Background: an optimization exercise with open tools, aiming at small area, a short achievable clock period and few clock cycles per item. Do not read the settings as production practice.
In this exercise RTL edits were held to simulation tests only and were not proved equivalent to the original.
No activity file was given, so power comes from the tool's default toggle rates.

==> cedar: inputs <==
==> flow/design.v <==
package sqb_pkg;
  localparam int TEXTURE_SLOTS    = 32;
  localparam int VERTEX_CAPACITY  = 262144;
  localparam int INDICES_PER_QUAD = 6;
  localparam int SLOT_W           = 6;
  localparam int IDX_W            = $clog2(TEXTURE_SLOTS);
  localparam int ICOUNT_W         = 19;
  localparam int CUT_INDEX        = (VERTEX_CAPACITY / 4) * INDICES_PER_QUAD;
  localparam int CMP_STEP         = 4;
  localparam int N_CMP            = (TEXTURE_SLOTS + CMP_STEP - 1) / CMP_STEP;
  localparam logic MODE_END = 1'b1;
endpackage
import sqb_pkg::*;
module sqb_cell
(
  input  logic [31:0] entry,
  input  logic [31:0] query,
  input  logic        en,
  output logic        match
);
  assign match = en && (entry == query);
endmodule
import sqb_pkg::*;
module sqb_tex_table
(
  input  logic              clk,
  input  logic              rst,
  input  logic [31:0]       tex,        
  input  logic              in_valid,
  input  logic              accept,     
  input  logic              is_end,     
  input  logic              cap,        
  output logic              done,       
  output logic [SLOT_W-1:0] slot,       
  output logic              full_cut    
);
  logic [31:0]        ring [TEXTURE_SLOTS];
  logic [4:0]         rot;
  logic [5:0]         cnt;              
  logic               pend_v;
  logic [31:0]        pend;             
  logic [1:0]         lk_n;             
  logic               acc_hit;
  logic [4:0]         acc_addr;
  logic [N_CMP-1:0]   m;
  logic [4:0]         addr_k [N_CMP];
  logic               m_p;
  logic               hit_now;
  logic [4:0]         addr_now;
  for (genvar k = 0; k < N_CMP; k++) begin : g_cmp
    assign addr_k[k] = 5'(CMP_STEP * k) + rot;
    sqb_cell u_cell (
      .entry (ring[CMP_STEP * k]),
      .query (tex),
      .en    ({1'b0, addr_k[k]} < cnt),
      .match (m[k])
    );
  end
  assign m_p = pend_v && (pend == tex);
  always_comb begin
    addr_now = m_p ? cnt[4:0] : 5'd0;
    for (int k = 0; k < N_CMP; k++) begin
      addr_now = addr_now | (m[k] ? addr_k[k] : 5'd0);
    end
  end
  assign hit_now = (|m) || m_p;
  logic [4:0]         wpos;             
  logic [TEXTURE_SLOTS-1:0] wr;
  logic               drain;
  assign wpos = cnt[4:0] - rot - 5'd1;
  always_comb begin
    wr = '0;
    for (int p = 0; p < TEXTURE_SLOTS; p += CMP_STEP) begin
      wr[p] = pend_v && (wpos == 5'(p));
    end
  end
  assign drain = |wr;
  for (genvar p = 0; p < TEXTURE_SLOTS; p++) begin : g_ring
    always_ff @(posedge clk) begin
      if (wr[p]) begin
        ring[p] <= pend;
      end else begin
        ring[p] <= ring[(p + 1) % TEXTURE_SLOTS];
      end
    end
  end
  logic [5:0]         total;
  logic               tex_zero;
  logic               f_hit;
  logic [4:0]         f_addr;
  logic               miss;
  logic               full;
  assign total    = cnt + {5'd0, pend_v};
  assign full     = (total == 6'(TEXTURE_SLOTS));
  assign tex_zero = (tex == 32'd0);
  assign done     = ((cnt == 6'd0) && !pend_v) || (lk_n == 2'(CMP_STEP - 1));
  assign f_hit    = (acc_hit || hit_now) && !cap;
  assign f_addr   = hit_now ? addr_now : acc_addr;
  assign miss     = !tex_zero && !f_hit;
  assign full_cut = !cap && miss && full;
  always_comb begin
    if (tex_zero) begin
      slot = '0;
    end else if (f_hit) begin
      slot = {1'b0, f_addr} + 6'd1;
    end else if (cap || full) begin
      slot = 6'd1;
    end else begin
      slot = total + 6'd1;
    end
  end
  always_ff @(posedge clk) begin
    if (!pend_v || drain) begin
      pend <= tex;
    end
    if (rst) begin
      rot      <= '0;
      cnt      <= '0;
      pend_v   <= 1'b0;
      lk_n     <= '0;
      acc_hit  <= 1'b0;
      acc_addr <= '0;
    end else begin
      rot <= rot + 5'd1;
      if (accept || !in_valid) begin
        lk_n    <= '0;
        acc_hit <= 1'b0;
      end else begin
        if (lk_n != 2'(CMP_STEP - 1)) begin
          lk_n <= lk_n + 2'd1;
        end
        if (hit_now) begin
          acc_hit  <= 1'b1;
          acc_addr <= addr_now;
        end
      end
      if (accept && (is_end || cap || full_cut)) begin
        cnt    <= '0;
        pend_v <= !is_end && miss;
      end else begin
        cnt    <= cnt + {5'd0, drain};
        pend_v <= (pend_v && !drain) || (accept && miss);
      end
    end
  end
endmodule
import sqb_pkg::*;
module sprite_quad_batcher
(
  input  logic                clk,
  input  logic                rst,
  input  logic                in_valid,
  output logic                in_stall,
  input  logic                mode,
  input  logic signed [31:0]  pos_x,
  input  logic signed [31:0]  pos_y,
  input  logic signed [31:0]  pos_z,
  input  logic signed [31:0]  quad_width,
  input  logic signed [31:0]  quad_height,
  input  logic [31:0]         rgba_color,
  input  logic [31:0]         uv_corner0,
  input  logic [31:0]         uv_corner1,
  input  logic [31:0]         uv_corner2,
  input  logic [31:0]         uv_corner3,
  input  logic [31:0]         texture_name,
  output logic                out_valid,
  input  logic                out_stall,
  output logic signed [31:0]  vert_x,
  output logic signed [31:0]  vert_y,
  output logic signed [31:0]  vert_z,
  output logic [31:0]         vert_color,
  output logic [15:0]         vert_u,
  output logic [15:0]         vert_v,
  output logic [sqb_pkg::SLOT_W-1:0]   tex_slot,
  output logic                batch_cut,
  output logic [sqb_pkg::ICOUNT_W-1:0] batch_index_count,
  output logic                end_marker,
  output logic                last_of_item
);
  logic [ICOUNT_W-1:0] index_count;
  logic                r_valid;
  logic [1:0]          vtx;
  logic signed [31:0]  o_x;             
  logic signed [31:0]  o_y;             
  logic signed [31:0]  o_z;
  logic [31:0]         o_color;
  logic [31:0]         o_uv;
  logic [SLOT_W-1:0]   o_slot;
  logic                o_cut;
  logic [ICOUNT_W-1:0] o_count;
  logic                o_end;
  logic                o_last;
  logic signed [31:0]  x1;
  logic signed [31:0]  y_alt;           
  logic [31:0]         uv1;
  logic [31:0]         uv2;
  logic [31:0]         uv3;
  logic                is_end;
  logic                cap_cut;
  logic                lk_done;
  logic [SLOT_W-1:0]   tab_slot;
  logic                tab_cut;
  logic                cut_now;
  logic                accept;
  logic                out_take;
  function automatic logic signed [31:0] sat_add(input logic signed [31:0] a,
                                                 input logic signed [31:0] b);
    logic [31:0] p0;
    logic [31:0] g;
    logic [31:0] p;
    logic [31:0] s;
    p0 = a ^ b;
    g  = a & b;
    p  = p0;
    for (int d = 1; d < 32; d = d * 2) begin
      for (int i = 31; i >= d; i--) begin
        g[i] = g[i] | (p[i] & g[i - d]);
        p[i] = p[i] & p[i - d];
      end
    end
    s = p0 ^ {g[30:0], 1'b0};
    if ((a[31] == b[31]) && (s[31] != a[31])) begin
      sat_add = a[31] ? 32'sh8000_0000 : 32'sh7FFF_FFFF;
    end else begin
      sat_add = s;
    end
  endfunction
  assign is_end    = (mode == MODE_END);
  assign cap_cut   = !is_end && index_count[18] && index_count[17];    
  assign cut_now   = cap_cut || tab_cut;
  assign in_stall  = !(lk_done && (!r_valid || (o_last && !out_stall)));
  assign accept    = in_valid && !in_stall && !rst;
  assign out_valid = r_valid;
  assign out_take  = r_valid && !out_stall;
  sqb_tex_table u_table (
    .clk      (clk),
    .rst      (rst),
    .tex      (texture_name),
    .in_valid (in_valid),
    .accept   (accept),
    .is_end   (is_end),
    .cap      (cap_cut),
    .done     (lk_done),
    .slot     (tab_slot),
    .full_cut (tab_cut)
  );
  always_ff @(posedge clk) begin
    if (rst) begin
      r_valid     <= 1'b0;
      index_count <= '0;
      vtx         <= '0;
    end else begin
      if (accept) begin
        r_valid <= 1'b1;
        vtx     <= '0;
        if (is_end) begin
          index_count <= '0;
        end else begin
          index_count <= (cut_now ? '0 : index_count) + ICOUNT_W'(INDICES_PER_QUAD);
        end
      end else if (out_take) begin
        vtx <= vtx + 2'd1;
        if (o_last) begin
          r_valid <= 1'b0;
        end
      end
    end
  end
  always_ff @(posedge clk) begin
    if (accept) begin
      o_x     <= is_end ? '0 : pos_x;
      o_y     <= is_end ? '0 : pos_y;
      o_z     <= is_end ? '0 : pos_z;
      o_color <= is_end ? '0 : rgba_color;
      o_uv    <= is_end ? '0 : uv_corner0;
      o_slot  <= is_end ? '0 : tab_slot;
      o_cut   <= !is_end && cut_now;
      o_count <= (is_end || cut_now) ? index_count : '0;
      o_end   <= is_end;
      o_last  <= is_end;
      x1      <= sat_add(pos_x, quad_width);
      y_alt   <= sat_add(pos_y, quad_height);
      uv1     <= uv_corner1;
      uv2     <= uv_corner2;
      uv3     <= uv_corner3;
    end else if (out_take) begin
      o_uv    <= uv1;
      uv1     <= uv2;
      uv2     <= uv3;
      o_cut   <= 1'b0;
      o_count <= '0;
      o_last  <= (vtx == 2'd2);
      if (!vtx[0]) begin
        o_y   <= y_alt;
        y_alt <= o_y;
      end
      if (vtx == 2'd1) begin
        o_x   <= x1;
      end
    end
  end
  assign vert_x            = o_x;
  assign vert_y            = o_y;
  assign vert_z            = o_z;
  assign vert_color        = o_color;
  assign vert_u            = o_uv[31:16];
  assign vert_v            = o_uv[15:0];
  assign tex_slot          = o_slot;
  assign batch_cut         = o_cut;
  assign batch_index_count = o_count;
  assign end_marker        = o_end;
  assign last_of_item      = o_last;
endmodule
==> flow/run.sh <==
#!/bin/bash
# synth_recipe.tcl (not shown) runs the flow's synth.tcl, then flattens the netlist and writes it again
# the make line also repeats each setting of config.mk as NAME=value (left out here)
make -C /OpenROAD-flow-scripts/flow DESIGN_CONFIG=/design/flow/config.mk WORK_HOME=/design/flow/orfs CLKGATE_MAP_FILE= SYNTH_SCRIPT=/design/flow/synth_recipe.tcl finish
==> flow/config.mk <==
export PLATFORM = sky130hd
export DESIGN_NAME = sprite_quad_batcher
export DESIGN_NICKNAME = sprite_quad_batcher
export VERILOG_FILES = /design/flow/design.v
export SDC_FILE = /design/flow/constraint.sdc
export NUM_CORES = 4
export LEC_CHECK = 0
export ABC_CLOCK_PERIOD_IN_PS = 3000
export CAP_MARGIN = 20
export CORE_MARGIN = 2
export CORE_UTILIZATION = 40
export SETUP_SLACK_MARGIN = 3.0
export SLEW_MARGIN = 20
==> flow/constraint.sdc <==
create_clock -name core_clock -period 6.0 [get_ports {clk}]
set_input_delay 1.2000 -clock core_clock [delete_from_list [all_inputs] [get_ports {clk}]]
set_output_delay 1.2000 -clock core_clock [all_outputs]
set_load 0.01 [all_outputs]
==> onyx (differences from cedar) <==
--- a/flow/design.v
+++ b/flow/design.v
@@ -8,4 +8,5 @@
   localparam int CUT_INDEX        = (VERTEX_CAPACITY / 4) * INDICES_PER_QUAD;
-  localparam int CMP_STEP         = 4;
+  localparam int CMP_STEP         = 3;
   localparam int N_CMP            = (TEXTURE_SLOTS + CMP_STEP - 1) / CMP_STEP;
+  localparam int WR_STEP          = 4;
   localparam logic MODE_END = 1'b1;
@@ -33,2 +34,3 @@
   output logic              done,       
+  output logic              done_next,  
   output logic [SLOT_W-1:0] slot,       
@@ -39,2 +41,6 @@
   logic [5:0]         cnt;              
+  logic [5:0]         total;            
+  logic [5:0]         new_slot;         
+  logic               full;             
+  logic               empty;            
   logic               pend_v;
@@ -43,10 +49,12 @@
   logic               acc_hit;
-  logic [4:0]         acc_addr;
+  logic [SLOT_W-1:0]  acc_slot;
   logic [N_CMP-1:0]   m;
-  logic [4:0]         addr_k [N_CMP];
+  logic [SLOT_W-1:0]  slot_k [N_CMP];
   logic               m_p;
   logic               hit_now;
-  logic [4:0]         addr_now;
+  logic [SLOT_W-1:0]  slot_now;
   for (genvar k = 0; k < N_CMP; k++) begin : g_cmp
-    assign addr_k[k] = 5'(CMP_STEP * k) + rot;
+    logic [4:0] addr;
+    assign addr      = 5'(CMP_STEP * k) + rot;
+    assign slot_k[k] = {1'b0, addr} + 6'd1;
     sqb_cell u_cell (
@@ -54,3 +62,3 @@
       .query (tex),
-      .en    ({1'b0, addr_k[k]} < cnt),
+      .en    ({1'b0, addr} < cnt),
       .match (m[k])
@@ -60,5 +68,5 @@
   always_comb begin
-    addr_now = m_p ? cnt[4:0] : 5'd0;
+    slot_now = m_p ? total : '0;      
     for (int k = 0; k < N_CMP; k++) begin
-      addr_now = addr_now | (m[k] ? addr_k[k] : 5'd0);
+      slot_now = slot_now | (m[k] ? slot_k[k] : '0);
     end
@@ -72,3 +80,3 @@
     wr = '0;
-    for (int p = 0; p < TEXTURE_SLOTS; p += CMP_STEP) begin
+    for (int p = 0; p < TEXTURE_SLOTS; p += WR_STEP) begin
       wr[p] = pend_v && (wpos == 5'(p));
@@ -86,16 +94,14 @@
   end
-  logic [5:0]         total;
   logic               tex_zero;
   logic               f_hit;
-  logic [4:0]         f_addr;
   logic               miss;
-  logic               full;
-  assign total    = cnt + {5'd0, pend_v};
-  assign full     = (total == 6'(TEXTURE_SLOTS));
+  logic               clear;
+  logic [5:0]         total_nx;
+  logic [1:0]         lk_nx;
   assign tex_zero = (tex == 32'd0);
-  assign done     = ((cnt == 6'd0) && !pend_v) || (lk_n == 2'(CMP_STEP - 1));
-  assign f_hit    = (acc_hit || hit_now) && !cap;
-  assign f_addr   = hit_now ? addr_now : acc_addr;
+  assign done     = empty || (lk_n == 2'(CMP_STEP));
+  assign f_hit    = acc_hit && !cap;
   assign miss     = !tex_zero && !f_hit;
   assign full_cut = !cap && miss && full;
+  assign clear    = accept && (is_end || cap || full_cut);
   always_comb begin
@@ -104,3 +110,3 @@
     end else if (f_hit) begin
-      slot = {1'b0, f_addr} + 6'd1;
+      slot = acc_slot;
     end else if (cap || full) begin
@@ -108,5 +114,20 @@
     end else begin
-      slot = total + 6'd1;
+      slot = new_slot;
     end
   end
+  always_comb begin
+    if (clear) begin
+      total_nx = {5'd0, !is_end && miss};
+    end else begin
+      total_nx = total + {5'd0, accept && miss};
+    end
+    if (accept || !in_valid) begin
+      lk_nx = '0;
+    end else if (lk_n != 2'(CMP_STEP)) begin
+      lk_nx = lk_n + 2'd1;
+    end else begin
+      lk_nx = lk_n;
+    end
+  end
+  assign done_next = (total_nx == 6'd0) || (lk_nx == 2'(CMP_STEP));
   always_ff @(posedge clk) begin
@@ -118,2 +139,6 @@
       cnt      <= '0;
+      total    <= '0;
+      new_slot <= 6'd1;
+      full     <= 1'b0;
+      empty    <= 1'b1;
       pend_v   <= 1'b0;
@@ -121,18 +146,17 @@
       acc_hit  <= 1'b0;
-      acc_addr <= '0;
+      acc_slot <= '0;
     end else begin
-      rot <= rot + 5'd1;
+      rot      <= rot + 5'd1;
+      lk_n     <= lk_nx;
+      total    <= total_nx;
+      new_slot <= total_nx + 6'd1;
+      full     <= (total_nx == 6'(TEXTURE_SLOTS));
+      empty    <= (total_nx == 6'd0);
       if (accept || !in_valid) begin
-        lk_n    <= '0;
         acc_hit <= 1'b0;
-      end else begin
-        if (lk_n != 2'(CMP_STEP - 1)) begin
-          lk_n <= lk_n + 2'd1;
-        end
-        if (hit_now) begin
-          acc_hit  <= 1'b1;
-          acc_addr <= addr_now;
-        end
+      end else if (hit_now) begin
+        acc_hit  <= 1'b1;
+        acc_slot <= slot_now;
       end
-      if (accept && (is_end || cap || full_cut)) begin
+      if (clear) begin
         cnt    <= '0;
@@ -200,2 +224,7 @@
   logic                lk_done;
+  logic                lk_done_nx;
+  logic                ok_free;         
+  logic                ok_last;         
+  logic                r_valid_nx;
+  logic                o_last_nx;
   logic [SLOT_W-1:0]   tab_slot;
@@ -230,3 +259,3 @@
   assign cut_now   = cap_cut || tab_cut;
-  assign in_stall  = !(lk_done && (!r_valid || (o_last && !out_stall)));
+  assign in_stall  = !(ok_free || (ok_last && !out_stall));
   assign accept    = in_valid && !in_stall && !rst;
@@ -243,2 +272,3 @@
     .done     (lk_done),
+    .done_next(lk_done_nx),
     .slot     (tab_slot),
@@ -246,2 +276,13 @@
   );
+  always_comb begin
+    r_valid_nx = r_valid;
+    o_last_nx  = o_last;
+    if (accept) begin
+      r_valid_nx = 1'b1;
+      o_last_nx  = is_end;
+    end else if (out_take) begin
+      r_valid_nx = !o_last;
+      o_last_nx  = (vtx == 2'd2);
+    end
+  end
   always_ff @(posedge clk) begin
@@ -249,2 +290,4 @@
       r_valid     <= 1'b0;
+      ok_free     <= 1'b1;
+      ok_last     <= 1'b0;
       index_count <= '0;
@@ -252,4 +295,6 @@
     end else begin
+      r_valid <= r_valid_nx;
+      ok_free <= lk_done_nx && !r_valid_nx;
+      ok_last <= lk_done_nx && r_valid_nx && o_last_nx;
       if (accept) begin
-        r_valid <= 1'b1;
         vtx     <= '0;
@@ -262,5 +307,2 @@
         vtx <= vtx + 2'd1;
-        if (o_last) begin
-          r_valid <= 1'b0;
-        end
       end
@@ -269,2 +311,3 @@
   always_ff @(posedge clk) begin
+    o_last <= o_last_nx;
     if (accept) begin
@@ -279,3 +322,2 @@
       o_end   <= is_end;
-      o_last  <= is_end;
       x1      <= sat_add(pos_x, quad_width);
@@ -291,3 +333,2 @@
       o_count <= '0;
-      o_last  <= (vtx == 2'd2);
       if (!vtx[0]) begin
Settings changed: ABC_CLOCK_PERIOD_IN_PS 3000 to default.
==> comparison <==
- Between cedar and onyx, the lower setup slack is in cedar (gap 0.0095 ns).
- Final area: cedar is smaller than onyx (about 3.7%).
- Against cedar, the routed wire length of onyx is higher by 15%.
- Against onyx, the sequential share of layout area of cedar is higher by 1.4 points.
- Between cedar and onyx, the lower clock power is in cedar (gap 2.8%, measured against onyx).
- In onyx the core utilization is lower than in cedar, by 0.49 points.
- Combinational power: onyx is higher than cedar (19%).
- Between onyx and cedar, the lower register-to-register slack is in cedar (gap 0.12 ns).
- In onyx the fmax is higher than in cedar, by about 0.27%.
- Worst hold slack: cedar is better than onyx (0.012 ns).
==> figures <==
quantity	onyx	cedar
Final area over synthesized area	1.334x	1.348x
Via count of the first global-routing pass	32,900	30,200
Outcome	timing/DRC/antenna clean	timing/DRC/antenna clean
Violation count after the first detailed-routing iteration	2,832	2,528
Reg2reg end	u_table.acc_slot[2]	o_slot[2]
GR Util met2	41.1%	35.8%
Routing usage on met3	5.40%	4.77%
Portion of total power attributed to sequential cells	47.5%	48.2%
Power Internal	17.1 mW	16.6 mW
Number of enable flip-flop cells after synthesis	378	379
Clock buffers created by TritonCTS	149	145
Footprint of the multi-input gates	0.0191 mm2	0.0169 mm2
Clock skew after layout	0.0598 ns	0.0607 ns
Kind of launch point of the worst setup path	input pin	flip-flop
Placed cell count	6,135	5,811
TritonCTS sink count	1,460	1,444
Cell Rows	130	127
Worst-margin pin slew	1.05 ns	1.11 ns
Proportion of synthesized area in mux cells	5.81%	6.11%
Combinational share of power	11.0%	9.7%
Routability congestion estimate	0.945	0.894
Testbench counts of cedar, summed over its fixed seeds: cycles 47,560, items 12,000.
Testbench counts of onyx, summed over its fixed seeds: cycles 47,560, items 12,000.

[re-timing with driven ports]
The results above use ideal ports. As a check the final layouts listed here were re-extracted and re-timed, cells and wires unchanged.
Step 1 sets driving cells, clkbuf_16 on the clock port and buf_2 on the other inputs (assumed; they add their load-dependent delay and slew).
Step 2 also shifts input and output timing later by t, the mid clock arrival at the registers, as if the neighbouring blocks saw the same clock.
a / b / c = ideal ports / drivers / drivers and shift; a / b = the first two.
run	t, ns	setup slack, ns	worst setup path after step 2	worst slew at a driven data input, ns	pins driven straight from the clock port
cedar	0.831	2.410 / 2.410 / 1.619	input to register	0.21	1
onyx	0.838	2.419 / 2.458 / 1.621	input to register	0.19	1
After both steps every run listed still meets setup and hold. The setup slack of onyx, which loses most, moves by +0.039 ns with the drivers and by -0.798 ns with both steps.
